From an optimization exercise on the open Yosys and OpenROAD flow, aimed at small area; shortcuts taken in it are not production practice. The RTL was checked by simulation tests, not by an equivalence proof against the original design.

==> run E <==
==> flow/design.v <==
module instr_decode (
    input  logic        clk,
    input  logic        reset,
    input  logic        if_valid,
    input  logic [31:0] if_instr,
    input  logic [31:0] if_pc,
    input  logic        stall,
    input  logic        flush,
    input  logic        wb_en,
    input  logic [4:0]  wb_addr,
    input  logic [31:0] wb_data,
    output logic        id_valid,
    output logic [31:0] id_pc,
    output logic [31:0] id_rs_data,
    output logic [31:0] id_rt_data,
    output logic [4:0]  id_rs,
    output logic [4:0]  id_rt,
    output logic [4:0]  id_dest,
    output logic [31:0] id_imm,
    output logic [4:0]  id_shamt,
    output logic [31:0] id_jtarget,
    output logic [3:0]  id_alu_op,
    output logic        id_alu_src,
    output logic        id_reg_write,
    output logic        id_mem_read,
    output logic        id_mem_write,
    output logic        id_mem_to_reg,
    output logic        id_beq,
    output logic        id_bne,
    output logic        id_jump,
    output logic        id_jump_reg,
    output logic        id_link,
    output logic        id_illegal
);
    logic [5:0]  f_opcode;
    logic [5:0]  f_funct;
    logic [31:0] regs_s [1:31];
    logic [31:0] regs_s_d [1:31];
    logic        phase;
    logic [31:0] wr_data_x;
    logic [31:1] wr_en, wr_hold;
    always_ff @(posedge clk) begin
        phase <= ~phase & ~reset;
    end
    assign wr_data_x = wb_data ^ {32{phase}};
    always_comb begin
        for (int i = 1; i < 32; i++) begin
            wr_en[i]   = reset | (wb_en & (wb_addr == 5'(i)));
            wr_hold[i] = reset | ~(wb_en & (wb_addr == 5'(i)));
        end
    end
    for (genvar i = 1; i < 32; i++) begin : g_row
        id_hold_x #(.W(32)) u_hold (
            .q   (regs_s[i]),
            .d   (wr_data_x),
            .en  (wr_en[i]),
            .hold(wr_hold[i]),
            .y   (regs_s_d[i])
        );
    end
    always_ff @(posedge clk) begin
        for (int i = 1; i < 32; i++) begin
            regs_s[i] <= regs_s_d[i];
        end
    end
    logic        r_valid;
    logic [31:0] r_pc;
    logic [4:0]  r_rs, r_rt;    
    logic [3:0]  r_rs_hi, r_rt_hi;    
    logic [3:0]  r_rs_md, r_rt_md;    
    logic [1:0]  r_rs_lo, r_rt_lo;    
    logic [15:0] r_low;      
    logic [5:0]  r_op;       
    always_ff @(posedge clk) begin
        if (reset || flush) begin
            r_valid <= 1'b0;
        end else if (!stall) begin
            r_valid <= if_valid;
        end
    end
    logic [3:0]  f_rs_hi, f_rt_hi, f_rs_md, f_rt_md;
    logic [1:0]  f_rs_lo, f_rt_lo;
    always_comb begin
        for (int k = 0; k < 4; k++) begin
            f_rs_hi[k] = (if_instr[25:24] == 2'(k));
            f_rt_hi[k] = (if_instr[20:19] == 2'(k));
            f_rs_md[k] = (if_instr[23:22] == 2'(k));
            f_rt_md[k] = (if_instr[18:17] == 2'(k));
        end
        f_rs_lo = {if_instr[21], ~if_instr[21]};
        f_rt_lo = {if_instr[16], ~if_instr[16]};
    end
    logic [73:0] id_q, id_d;
    assign id_q = {r_op, r_low, r_rt_hi, r_rt_md, r_rt_lo, r_rs_hi, r_rs_md, r_rs_lo, r_pc};
    id_hold #(.W(74)) u_id_hold (
        .q   (id_q),
        .d   ({if_instr[31:26], if_instr[15:0], f_rt_hi, f_rt_md, f_rt_lo, f_rs_hi, f_rs_md,
               f_rs_lo, if_pc}),
        .en  (~stall),
        .hold(stall),
        .y   (id_d)
    );
    always_ff @(posedge clk) begin
        {r_op, r_low, r_rt_hi, r_rt_md, r_rt_lo, r_rs_hi, r_rs_md, r_rs_lo, r_pc} <= id_d;
    end
    assign r_rs = {r_rs_hi[3] | r_rs_hi[2], r_rs_hi[3] | r_rs_hi[1],
                   r_rs_md[3] | r_rs_md[2], r_rs_md[3] | r_rs_md[1], r_rs_lo[1]};
    assign r_rt = {r_rt_hi[3] | r_rt_hi[2], r_rt_hi[3] | r_rt_hi[1],
                   r_rt_md[3] | r_rt_md[2], r_rt_md[3] | r_rt_md[1], r_rt_lo[1]};
    assign f_opcode = r_op;
    assign f_funct  = r_low[5:0];
    logic [3:0]  dec_alu_op;
    logic        dec_alu_src;
    logic        dec_reg_write;
    logic        dec_mem_read;
    logic        dec_mem_write;
    logic        dec_beq;
    logic        dec_bne;
    logic        dec_jump;
    logic        dec_jump_reg;
    logic        dec_link;
    logic        dec_illegal;
    logic op_r, op_addi, op_slti, op_sltiu, op_andi, op_ori, op_xori, op_lui;
    logic op_lw, op_sw, op_beq, op_bne, op_j, op_jal;
    logic fn_add, fn_sub, fn_and, fn_or, fn_xor, fn_nor, fn_slt, fn_sltu;
    logic fn_sll, fn_srl, fn_sra, fn_jr, r_alu, i_alu;
    assign op_r     = (f_opcode == 6'h00);
    assign op_addi  = (f_opcode == 6'h08) | (f_opcode == 6'h09);
    assign op_slti  = (f_opcode == 6'h0A);
    assign op_sltiu = (f_opcode == 6'h0B);
    assign op_andi  = (f_opcode == 6'h0C);
    assign op_ori   = (f_opcode == 6'h0D);
    assign op_xori  = (f_opcode == 6'h0E);
    assign op_lui   = (f_opcode == 6'h0F);
    assign op_lw    = (f_opcode == 6'h23);
    assign op_sw    = (f_opcode == 6'h2B);
    assign op_beq   = (f_opcode == 6'h04);
    assign op_bne   = (f_opcode == 6'h05);
    assign op_j     = (f_opcode == 6'h02);
    assign op_jal   = (f_opcode == 6'h03);
    assign fn_add  = op_r & ((f_funct == 6'h20) | (f_funct == 6'h21));
    assign fn_sub  = op_r & ((f_funct == 6'h22) | (f_funct == 6'h23));
    assign fn_and  = op_r & (f_funct == 6'h24);
    assign fn_or   = op_r & (f_funct == 6'h25);
    assign fn_xor  = op_r & (f_funct == 6'h26);
    assign fn_nor  = op_r & (f_funct == 6'h27);
    assign fn_slt  = op_r & (f_funct == 6'h2A);
    assign fn_sltu = op_r & (f_funct == 6'h2B);
    assign fn_sll  = op_r & (f_funct == 6'h00);
    assign fn_srl  = op_r & (f_funct == 6'h02);
    assign fn_sra  = op_r & (f_funct == 6'h03);
    assign fn_jr   = op_r & (f_funct == 6'h08);
    assign r_alu = fn_add | fn_sub | fn_and | fn_or | fn_xor | fn_nor | fn_slt |
                   fn_sltu | fn_sll | fn_srl | fn_sra;
    assign i_alu = op_addi | op_slti | op_sltiu | op_andi | op_ori | op_xori | op_lui;
    logic alu_sub, alu_and, alu_or, alu_xor, alu_nor, alu_slt, alu_sltu;
    assign alu_sub  = fn_sub | op_beq | op_bne;
    assign alu_and  = fn_and | op_andi;
    assign alu_or   = fn_or | op_ori;
    assign alu_xor  = fn_xor | op_xori;
    assign alu_nor  = fn_nor;
    assign alu_slt  = fn_slt | op_slti;
    assign alu_sltu = fn_sltu | op_sltiu;
    assign dec_alu_op[0] = alu_sub | alu_or | alu_nor | alu_sltu | fn_srl | op_lui;
    assign dec_alu_op[1] = alu_and | alu_or | alu_slt | alu_sltu | fn_sra | op_lui;
    assign dec_alu_op[2] = alu_xor | alu_nor | alu_slt | alu_sltu;
    assign dec_alu_op[3] = fn_sll | fn_srl | fn_sra | op_lui;
    assign dec_alu_src   = i_alu | op_lw | op_sw;
    assign dec_reg_write = r_alu | i_alu | op_lw | op_jal;
    assign dec_mem_read  = op_lw;
    assign dec_mem_write = op_sw;
    assign dec_beq       = op_beq;
    assign dec_bne       = op_bne;
    assign dec_jump      = op_j | op_jal;
    assign dec_jump_reg  = fn_jr;
    assign dec_link      = op_jal;
    assign dec_illegal   = ~(r_alu | fn_jr | i_alu | op_lw | op_sw | op_beq | op_bne |
                             op_j | op_jal);
    logic is_lui, is_zext;
    assign is_lui  = op_lui;
    assign is_zext = op_andi | op_ori | op_xori;
    assign id_valid      = r_valid;
    assign id_alu_op     = r_valid ? dec_alu_op : 4'd0;
    assign id_alu_src    = r_valid & dec_alu_src;
    assign id_reg_write  = r_valid & dec_reg_write;
    assign id_mem_read   = r_valid & dec_mem_read;
    assign id_mem_write  = r_valid & dec_mem_write;
    assign id_mem_to_reg = r_valid & dec_mem_read;
    assign id_beq        = r_valid & dec_beq;
    assign id_bne        = r_valid & dec_bne;
    assign id_jump       = r_valid & dec_jump;
    assign id_jump_reg   = r_valid & dec_jump_reg;
    assign id_link       = r_valid & dec_link;
    assign id_illegal    = r_valid & dec_illegal;
    assign id_pc    = r_pc;
    assign id_rs    = r_rs;
    assign id_rt    = r_rt;
    assign id_shamt = r_low[10:6];
    assign id_dest  = op_jal ? 5'd31 : (op_r ? r_low[15:11] : r_rt);
    always_comb begin
        if (is_lui) begin
            id_imm = {r_low, 16'h0000};
        end else if (is_zext) begin
            id_imm = {16'h0000, r_low};
        end else begin
            id_imm = {{16{r_low[15]}}, r_low};
        end
    end
    logic [3:0] pc_hi;
    assign pc_hi      = r_pc[31:28] + {3'b000, &r_pc[27:2]};
    assign id_jtarget = {pc_hi, r_rs, r_rt, r_low, 2'b00};
    logic [31:1] sel_rs, sel_rt;
    always_comb begin
        for (int i = 1; i < 32; i++) begin
            sel_rs[i] = r_rs_hi[i / 8] & r_rs_md[(i / 2) % 4] & r_rs_lo[i % 2];
            sel_rt[i] = r_rt_hi[i / 8] & r_rt_md[(i / 2) % 4] & r_rt_lo[i % 2];
        end
    end
    logic [31:1] col [32];
    always_comb begin
        for (int b = 0; b < 32; b++) begin
            for (int i = 1; i < 32; i++) begin
                col[b][i] = regs_s[i][b];
            end
        end
    end
    logic        ph_rs, ph_rt;
    logic [31:0] rs_s, rt_s;
    assign ph_rs = phase & ~(r_rs_hi[0] & r_rs_md[0] & r_rs_lo[0]);
    assign ph_rt = phase & ~(r_rt_hi[0] & r_rt_md[0] & r_rt_lo[0]);
    for (genvar b = 0; b < 32; b++) begin : g_rd
        id_rd31 u_rs (.sel(sel_rs), .d(col[b]), .y(rs_s[b]));
        id_rd31 u_rt (.sel(sel_rt), .d(col[b]), .y(rt_s[b]));
    end
    assign id_rs_data = rs_s ^ {32{ph_rs}};
    assign id_rt_data = rt_s ^ {32{ph_rt}};
endmodule
module id_hold_x #(
    parameter int W = 32
) (
    input  logic [W-1:0] q,
    input  logic [W-1:0] d,
    input  logic         en,
    input  logic         hold,
    output logic [W-1:0] y
);
    for (genvar b = 0; b < W; b++) begin : g_bit
        id_hold1_x u_bit (.q(q[b]), .d(d[b]), .en(en), .hold(hold), .y(y[b]));
    end
endmodule
module id_hold1_x (
    input  logic q,
    input  logic d,
    input  logic en,
    input  logic hold,
    output logic y
);
    assign y = ~((q | en) & (d | hold));
endmodule
module id_hold #(
    parameter int W = 32
) (
    input  logic [W-1:0] q,
    input  logic [W-1:0] d,
    input  logic         en,
    input  logic         hold,
    output logic [W-1:0] y
);
    for (genvar b = 0; b < W; b++) begin : g_bit
        id_hold1 u_bit (.q(q[b]), .d(d[b]), .en(en), .hold(hold), .y(y[b]));
    end
endmodule
module id_hold1 (
    input  logic q,
    input  logic d,
    input  logic en,
    input  logic hold,
    output logic y
);
    assign y = (q & hold) | (d & en);
endmodule
module id_rd31 (
    input  logic [31:1] sel,
    input  logic [31:1] d,
    output logic        y
);
    logic [10:0] n;     
    for (genvar g = 0; g < 10; g++) begin : g_grp
        id_aoi222 u_aoi (.a(sel[3*g+3:3*g+1]), .b(d[3*g+3:3*g+1]), .y(n[g]));
    end
    assign n[10] = ~(sel[31] & d[31]);
    assign y = ~(&n);
endmodule
module id_aoi222 (
    input  logic [2:0] a,
    input  logic [2:0] b,
    output logic       y
);
    assign y = ~|(a & b);
endmodule
==> flow/flow/run.sh <==
#!/bin/bash
# The standard layout (the standard.sh, unchanged synthesis and steps), with the
# input and output port buffers made from the plain sky130 buffer instead of the
# delay-cell buffer that buffer_ports picks by default.
set -euo pipefail
bash standard.sh finish \
  "BUFFER_PORTS_ARGS=-buffer_cell sky130_fd_sc_hd__buf_1" \
  > standard_make.log 2>&1
==> flow/standard.sh <==
#!/bin/bash
# synth_recipe.tcl (not shown) runs the flow's synth.tcl, then flattens the netlist and writes it again
# the make line also repeats each setting of config.mk as NAME=value (left out here)
make -C /OpenROAD-flow-scripts/flow DESIGN_CONFIG=/design/flow/config.mk WORK_HOME=/design/flow/orfs CLKGATE_MAP_FILE= SYNTH_SCRIPT=/design/flow/synth_recipe.tcl "${@:-finish}"
==> flow/config.mk <==
export PLATFORM = sky130hd
export DESIGN_NAME = instr_decode
export DESIGN_NICKNAME = instr_decode
export VERILOG_FILES = /design/flow/design.v
export SDC_FILE = /design/flow/constraint.sdc
export NUM_CORES = 4
export LEC_CHECK = 0
export CAP_MARGIN = 20
export CORE_MARGIN = 2
export CORE_UTILIZATION = 40
export CTS_CLUSTER_DIAMETER = 150
export CTS_CLUSTER_SIZE = 25
export SETUP_SLACK_MARGIN = 0.2
export SLEW_MARGIN = 20
export SYNTH_HIERARCHICAL = 1
==> flow/constraint.sdc <==
create_clock -name core_clock -period 5.0 [get_ports {clk}]
set_input_delay 1.0000 -clock core_clock [delete_from_list [all_inputs] [get_ports {clk}]]
set_output_delay 1.0000 -clock core_clock [all_outputs]
set_load 0.01 [all_outputs]
==> run P: changes against run E <==
--- a/flow/design.v
+++ b/flow/design.v
@@ -69,4 +69,3 @@
     logic [3:0]  r_rs_hi, r_rt_hi;    
-    logic [3:0]  r_rs_md, r_rt_md;    
-    logic [1:0]  r_rs_lo, r_rt_lo;    
+    logic [7:0]  r_rs_lo, r_rt_lo;    
     logic [15:0] r_low;      
@@ -80,4 +79,4 @@
     end
-    logic [3:0]  f_rs_hi, f_rt_hi, f_rs_md, f_rt_md;
-    logic [1:0]  f_rs_lo, f_rt_lo;
+    logic [3:0]  f_rs_hi, f_rt_hi;
+    logic [7:0]  f_rs_lo, f_rt_lo;
     always_comb begin
@@ -86,14 +85,13 @@
             f_rt_hi[k] = (if_instr[20:19] == 2'(k));
-            f_rs_md[k] = (if_instr[23:22] == 2'(k));
-            f_rt_md[k] = (if_instr[18:17] == 2'(k));
         end
-        f_rs_lo = {if_instr[21], ~if_instr[21]};
-        f_rt_lo = {if_instr[16], ~if_instr[16]};
+        for (int k = 0; k < 8; k++) begin
+            f_rs_lo[k] = (if_instr[23:21] == 3'(k));
+            f_rt_lo[k] = (if_instr[18:16] == 3'(k));
+        end
     end
-    logic [73:0] id_q, id_d;
-    assign id_q = {r_op, r_low, r_rt_hi, r_rt_md, r_rt_lo, r_rs_hi, r_rs_md, r_rs_lo, r_pc};
-    id_hold #(.W(74)) u_id_hold (
+    logic [77:0] id_q, id_d;
+    assign id_q = {r_op, r_low, r_rt_hi, r_rt_lo, r_rs_hi, r_rs_lo, r_pc};
+    id_hold #(.W(78)) u_id_hold (
         .q   (id_q),
-        .d   ({if_instr[31:26], if_instr[15:0], f_rt_hi, f_rt_md, f_rt_lo, f_rs_hi, f_rs_md,
-               f_rs_lo, if_pc}),
+        .d   ({if_instr[31:26], if_instr[15:0], f_rt_hi, f_rt_lo, f_rs_hi, f_rs_lo, if_pc}),
         .en  (~stall),
@@ -103,8 +101,12 @@
     always_ff @(posedge clk) begin
-        {r_op, r_low, r_rt_hi, r_rt_md, r_rt_lo, r_rs_hi, r_rs_md, r_rs_lo, r_pc} <= id_d;
+        {r_op, r_low, r_rt_hi, r_rt_lo, r_rs_hi, r_rs_lo, r_pc} <= id_d;
     end
     assign r_rs = {r_rs_hi[3] | r_rs_hi[2], r_rs_hi[3] | r_rs_hi[1],
-                   r_rs_md[3] | r_rs_md[2], r_rs_md[3] | r_rs_md[1], r_rs_lo[1]};
+                   r_rs_lo[7] | r_rs_lo[6] | r_rs_lo[5] | r_rs_lo[4],
+                   r_rs_lo[7] | r_rs_lo[6] | r_rs_lo[3] | r_rs_lo[2],
+                   r_rs_lo[7] | r_rs_lo[5] | r_rs_lo[3] | r_rs_lo[1]};
     assign r_rt = {r_rt_hi[3] | r_rt_hi[2], r_rt_hi[3] | r_rt_hi[1],
-                   r_rt_md[3] | r_rt_md[2], r_rt_md[3] | r_rt_md[1], r_rt_lo[1]};
+                   r_rt_lo[7] | r_rt_lo[6] | r_rt_lo[5] | r_rt_lo[4],
+                   r_rt_lo[7] | r_rt_lo[6] | r_rt_lo[3] | r_rt_lo[2],
+                   r_rt_lo[7] | r_rt_lo[5] | r_rt_lo[3] | r_rt_lo[1]};
     assign f_opcode = r_op;
@@ -214,4 +216,4 @@
         for (int i = 1; i < 32; i++) begin
-            sel_rs[i] = r_rs_hi[i / 8] & r_rs_md[(i / 2) % 4] & r_rs_lo[i % 2];
-            sel_rt[i] = r_rt_hi[i / 8] & r_rt_md[(i / 2) % 4] & r_rt_lo[i % 2];
+            sel_rs[i] = r_rs_hi[i / 8] & r_rs_lo[i % 8];
+            sel_rt[i] = r_rt_hi[i / 8] & r_rt_lo[i % 8];
         end
@@ -228,4 +230,4 @@
     logic [31:0] rs_s, rt_s;
-    assign ph_rs = phase & ~(r_rs_hi[0] & r_rs_md[0] & r_rs_lo[0]);
-    assign ph_rt = phase & ~(r_rt_hi[0] & r_rt_md[0] & r_rt_lo[0]);
+    assign ph_rs = phase & ~(r_rs_hi[0] & r_rs_lo[0]);
+    assign ph_rt = phase & ~(r_rt_hi[0] & r_rt_lo[0]);
     for (genvar b = 0; b < 32; b++) begin : g_rd
Settings changed: CELL_PAD_IN_SITES_DETAIL_PLACEMENT set to 1, CELL_PAD_IN_SITES_GLOBAL_PLACEMENT set to 1, CORE_UTILIZATION 40 to 50, SETUP_SLACK_MARGIN 0.2 to 0.1.
==> run B: changes against run E <==
==> flow/design.v, changed modules only <==
module instr_decode (
    input  logic        clk,
    input  logic        reset,
    input  logic        if_valid,
    input  logic [31:0] if_instr,
    input  logic [31:0] if_pc,
    input  logic        stall,
    input  logic        flush,
    input  logic        wb_en,
    input  logic [4:0]  wb_addr,
    input  logic [31:0] wb_data,
    output logic        id_valid,
    output logic [31:0] id_pc,
    output logic [31:0] id_rs_data,
    output logic [31:0] id_rt_data,
    output logic [4:0]  id_rs,
    output logic [4:0]  id_rt,
    output logic [4:0]  id_dest,
    output logic [31:0] id_imm,
    output logic [4:0]  id_shamt,
    output logic [31:0] id_jtarget,
    output logic [3:0]  id_alu_op,
    output logic        id_alu_src,
    output logic        id_reg_write,
    output logic        id_mem_read,
    output logic        id_mem_write,
    output logic        id_mem_to_reg,
    output logic        id_beq,
    output logic        id_bne,
    output logic        id_jump,
    output logic        id_jump_reg,
    output logic        id_link,
    output logic        id_illegal
);
    logic [5:0]  f_opcode;
    logic [5:0]  f_funct;
    logic [31:0] regs [1:31];
    logic [31:0] regs_d [1:31];
    logic [31:1] wr_sel, wr_en, wr_hold;
    always_comb begin
        for (int i = 1; i < 32; i++) begin
            wr_sel[i]  = wb_en & (wb_addr == 5'(i));
            wr_en[i]   = wr_sel[i] & ~reset;
            wr_hold[i] = ~(wr_sel[i] | reset);
        end
    end
    for (genvar i = 1; i < 32; i++) begin : g_row
        id_hold #(.W(32)) u_hold (
            .q   (regs[i]),
            .d   (wb_data),
            .en  (wr_en[i]),
            .hold(wr_hold[i]),
            .y   (regs_d[i])
        );
    end
    always_ff @(posedge clk) begin
        for (int i = 1; i < 32; i++) begin
            regs[i] <= regs_d[i];
        end
    end
    logic        r_valid;
    logic [31:0] r_pc;
    logic [4:0]  r_rs, r_rt;
    logic [15:0] r_low;      
    logic [5:0]  r_op;       
    always_ff @(posedge clk) begin
        if (reset || flush) begin
            r_valid <= 1'b0;
        end else if (!stall) begin
            r_valid <= if_valid;
        end
    end
    logic [63:0] id_q, id_d;
    assign id_q = {r_op, r_low, r_rt, r_rs, r_pc};
    id_hold #(.W(64)) u_id_hold (
        .q   (id_q),
        .d   ({if_instr[31:26], if_instr[15:0], if_instr[20:16], if_instr[25:21], if_pc}),
        .en  (~stall),
        .hold(stall),
        .y   (id_d)
    );
    always_ff @(posedge clk) begin
        {r_op, r_low, r_rt, r_rs, r_pc} <= id_d;
    end
    assign f_opcode = r_op;
    assign f_funct  = r_low[5:0];
    logic [3:0]  dec_alu_op;
    logic        dec_alu_src;
    logic        dec_reg_write;
    logic        dec_mem_read;
    logic        dec_mem_write;
    logic        dec_beq;
    logic        dec_bne;
    logic        dec_jump;
    logic        dec_jump_reg;
    logic        dec_link;
    logic        dec_illegal;
    logic op_r, op_addi, op_slti, op_sltiu, op_andi, op_ori, op_xori, op_lui;
    logic op_lw, op_sw, op_beq, op_bne, op_j, op_jal;
    logic fn_add, fn_sub, fn_and, fn_or, fn_xor, fn_nor, fn_slt, fn_sltu;
    logic fn_sll, fn_srl, fn_sra, fn_jr, r_alu, i_alu;
    assign op_r     = (f_opcode == 6'h00);
    assign op_addi  = (f_opcode == 6'h08) | (f_opcode == 6'h09);
    assign op_slti  = (f_opcode == 6'h0A);
    assign op_sltiu = (f_opcode == 6'h0B);
    assign op_andi  = (f_opcode == 6'h0C);
    assign op_ori   = (f_opcode == 6'h0D);
    assign op_xori  = (f_opcode == 6'h0E);
    assign op_lui   = (f_opcode == 6'h0F);
    assign op_lw    = (f_opcode == 6'h23);
    assign op_sw    = (f_opcode == 6'h2B);
    assign op_beq   = (f_opcode == 6'h04);
    assign op_bne   = (f_opcode == 6'h05);
    assign op_j     = (f_opcode == 6'h02);
    assign op_jal   = (f_opcode == 6'h03);
    assign fn_add  = op_r & ((f_funct == 6'h20) | (f_funct == 6'h21));
    assign fn_sub  = op_r & ((f_funct == 6'h22) | (f_funct == 6'h23));
    assign fn_and  = op_r & (f_funct == 6'h24);
    assign fn_or   = op_r & (f_funct == 6'h25);
    assign fn_xor  = op_r & (f_funct == 6'h26);
    assign fn_nor  = op_r & (f_funct == 6'h27);
    assign fn_slt  = op_r & (f_funct == 6'h2A);
    assign fn_sltu = op_r & (f_funct == 6'h2B);
    assign fn_sll  = op_r & (f_funct == 6'h00);
    assign fn_srl  = op_r & (f_funct == 6'h02);
    assign fn_sra  = op_r & (f_funct == 6'h03);
    assign fn_jr   = op_r & (f_funct == 6'h08);
    assign r_alu = fn_add | fn_sub | fn_and | fn_or | fn_xor | fn_nor | fn_slt |
                   fn_sltu | fn_sll | fn_srl | fn_sra;
    assign i_alu = op_addi | op_slti | op_sltiu | op_andi | op_ori | op_xori | op_lui;
    logic alu_sub, alu_and, alu_or, alu_xor, alu_nor, alu_slt, alu_sltu;
    assign alu_sub  = fn_sub | op_beq | op_bne;
    assign alu_and  = fn_and | op_andi;
    assign alu_or   = fn_or | op_ori;
    assign alu_xor  = fn_xor | op_xori;
    assign alu_nor  = fn_nor;
    assign alu_slt  = fn_slt | op_slti;
    assign alu_sltu = fn_sltu | op_sltiu;
    assign dec_alu_op[0] = alu_sub | alu_or | alu_nor | alu_sltu | fn_srl | op_lui;
    assign dec_alu_op[1] = alu_and | alu_or | alu_slt | alu_sltu | fn_sra | op_lui;
    assign dec_alu_op[2] = alu_xor | alu_nor | alu_slt | alu_sltu;
    assign dec_alu_op[3] = fn_sll | fn_srl | fn_sra | op_lui;
    assign dec_alu_src   = i_alu | op_lw | op_sw;
    assign dec_reg_write = r_alu | i_alu | op_lw | op_jal;
    assign dec_mem_read  = op_lw;
    assign dec_mem_write = op_sw;
    assign dec_beq       = op_beq;
    assign dec_bne       = op_bne;
    assign dec_jump      = op_j | op_jal;
    assign dec_jump_reg  = fn_jr;
    assign dec_link      = op_jal;
    assign dec_illegal   = ~(r_alu | fn_jr | i_alu | op_lw | op_sw | op_beq | op_bne |
                             op_j | op_jal);
    logic is_lui, is_zext;
    assign is_lui  = op_lui;
    assign is_zext = op_andi | op_ori | op_xori;
    assign id_valid      = r_valid;
    assign id_alu_op     = r_valid ? dec_alu_op : 4'd0;
    assign id_alu_src    = r_valid & dec_alu_src;
    assign id_reg_write  = r_valid & dec_reg_write;
    assign id_mem_read   = r_valid & dec_mem_read;
    assign id_mem_write  = r_valid & dec_mem_write;
    assign id_mem_to_reg = r_valid & dec_mem_read;
    assign id_beq        = r_valid & dec_beq;
    assign id_bne        = r_valid & dec_bne;
    assign id_jump       = r_valid & dec_jump;
    assign id_jump_reg   = r_valid & dec_jump_reg;
    assign id_link       = r_valid & dec_link;
    assign id_illegal    = r_valid & dec_illegal;
    assign id_pc    = r_pc;
    assign id_rs    = r_rs;
    assign id_rt    = r_rt;
    assign id_shamt = r_low[10:6];
    assign id_dest  = op_jal ? 5'd31 : (op_r ? r_low[15:11] : r_rt);
    always_comb begin
        if (is_lui) begin
            id_imm = {r_low, 16'h0000};
        end else if (is_zext) begin
            id_imm = {16'h0000, r_low};
        end else begin
            id_imm = {{16{r_low[15]}}, r_low};
        end
    end
    logic [3:0] pc_hi;
    assign pc_hi      = r_pc[31:28] + {3'b000, &r_pc[27:2]};
    assign id_jtarget = {pc_hi, r_rs, r_rt, r_low, 2'b00};
    logic [31:1] sel_rs, sel_rt;
    always_comb begin
        for (int i = 1; i < 32; i++) begin
            sel_rs[i] = (r_rs == 5'(i));
            sel_rt[i] = (r_rt == 5'(i));
        end
    end
    logic [31:1] col [32];
    always_comb begin
        for (int b = 0; b < 32; b++) begin
            for (int i = 1; i < 32; i++) begin
                col[b][i] = regs[i][b];
            end
        end
    end
    for (genvar b = 0; b < 32; b++) begin : g_rd
        id_rd31 u_rs (.sel(sel_rs), .d(col[b]), .y(id_rs_data[b]));
        id_rd31 u_rt (.sel(sel_rt), .d(col[b]), .y(id_rt_data[b]));
    end
endmodule
// module id_hold_x removed
// module id_hold1_x removed
Settings changed: SETUP_SLACK_MARGIN 0.2 to not set.
==> results.toml <==
[route]
firstDrtPassIters = 13

[synthesis]
ys_ff_latch = 1068
synth_fa_ha_area_share_pct = 0.0626

[sta]
skew_ns = 0.0185

[run_status]
status = "complete, no violations"
The numbers above come from run E.

==> results.toml <==
[run_status]
status = "complete, no violations"

[synthesis]
synth-simple-area-share_pct = 5.27
ys_warn_count = 12
ys_ff_latch = 1057
synth_fa_ha_area_share_pct = 0.0618

[route]
firstDrtPassIters = 14

[setup_path]
cp-end-kind = "primary output"

[sta]
skew_ns = 0

[grt]
antenna_found_initial = 4

[placed_design]
port_buffers = 300
The numbers above come from run B.

==> results.toml <==
[sta]
skew_ns = 0.0303

[run_status]
status = "complete, no violations"

[route]
wl_met1_um = 70700
wl_met2_um = 85500
firstDrtPassIters = 13

[cells_and_area]
fillers = 8446
multi_input_gates = 2385

[synthesis]
ys_ff_latch = 1072

[setup_path]
slowest_delay_ns = 0.84

[power]
clockPowerShare_pct = 26.3
The numbers above come from run P.

[what the ideal ports hide]
How much do the figures lean on ideal ports? The routed layouts below were timed once more, with nothing changed but the port constraints. Step 1, drivers: a clkbuf_16 drives clk and a buf_2 each remaining input, both assumed. Step 2 moves the port delays by t, midway between the first and last clock arrival at a register: inputs arrive t later, outputs are due t later. That takes back most of the time a late clock gives input paths. Three values: ideal ports, drivers, drivers and shift; two values: the first two.
run | t (ns) | setup slack, ns | worst setup path after step 2
run E | 0.713 | 0.203 / 0.131 / 0.844 | register to output
run P | 0.734 | 0.077 / 0.002 / 0.736 | register to output
run B | 0.716 | 0.145 / 0.071 / 0.787 | register to output
After both steps every run listed still meets setup and hold.
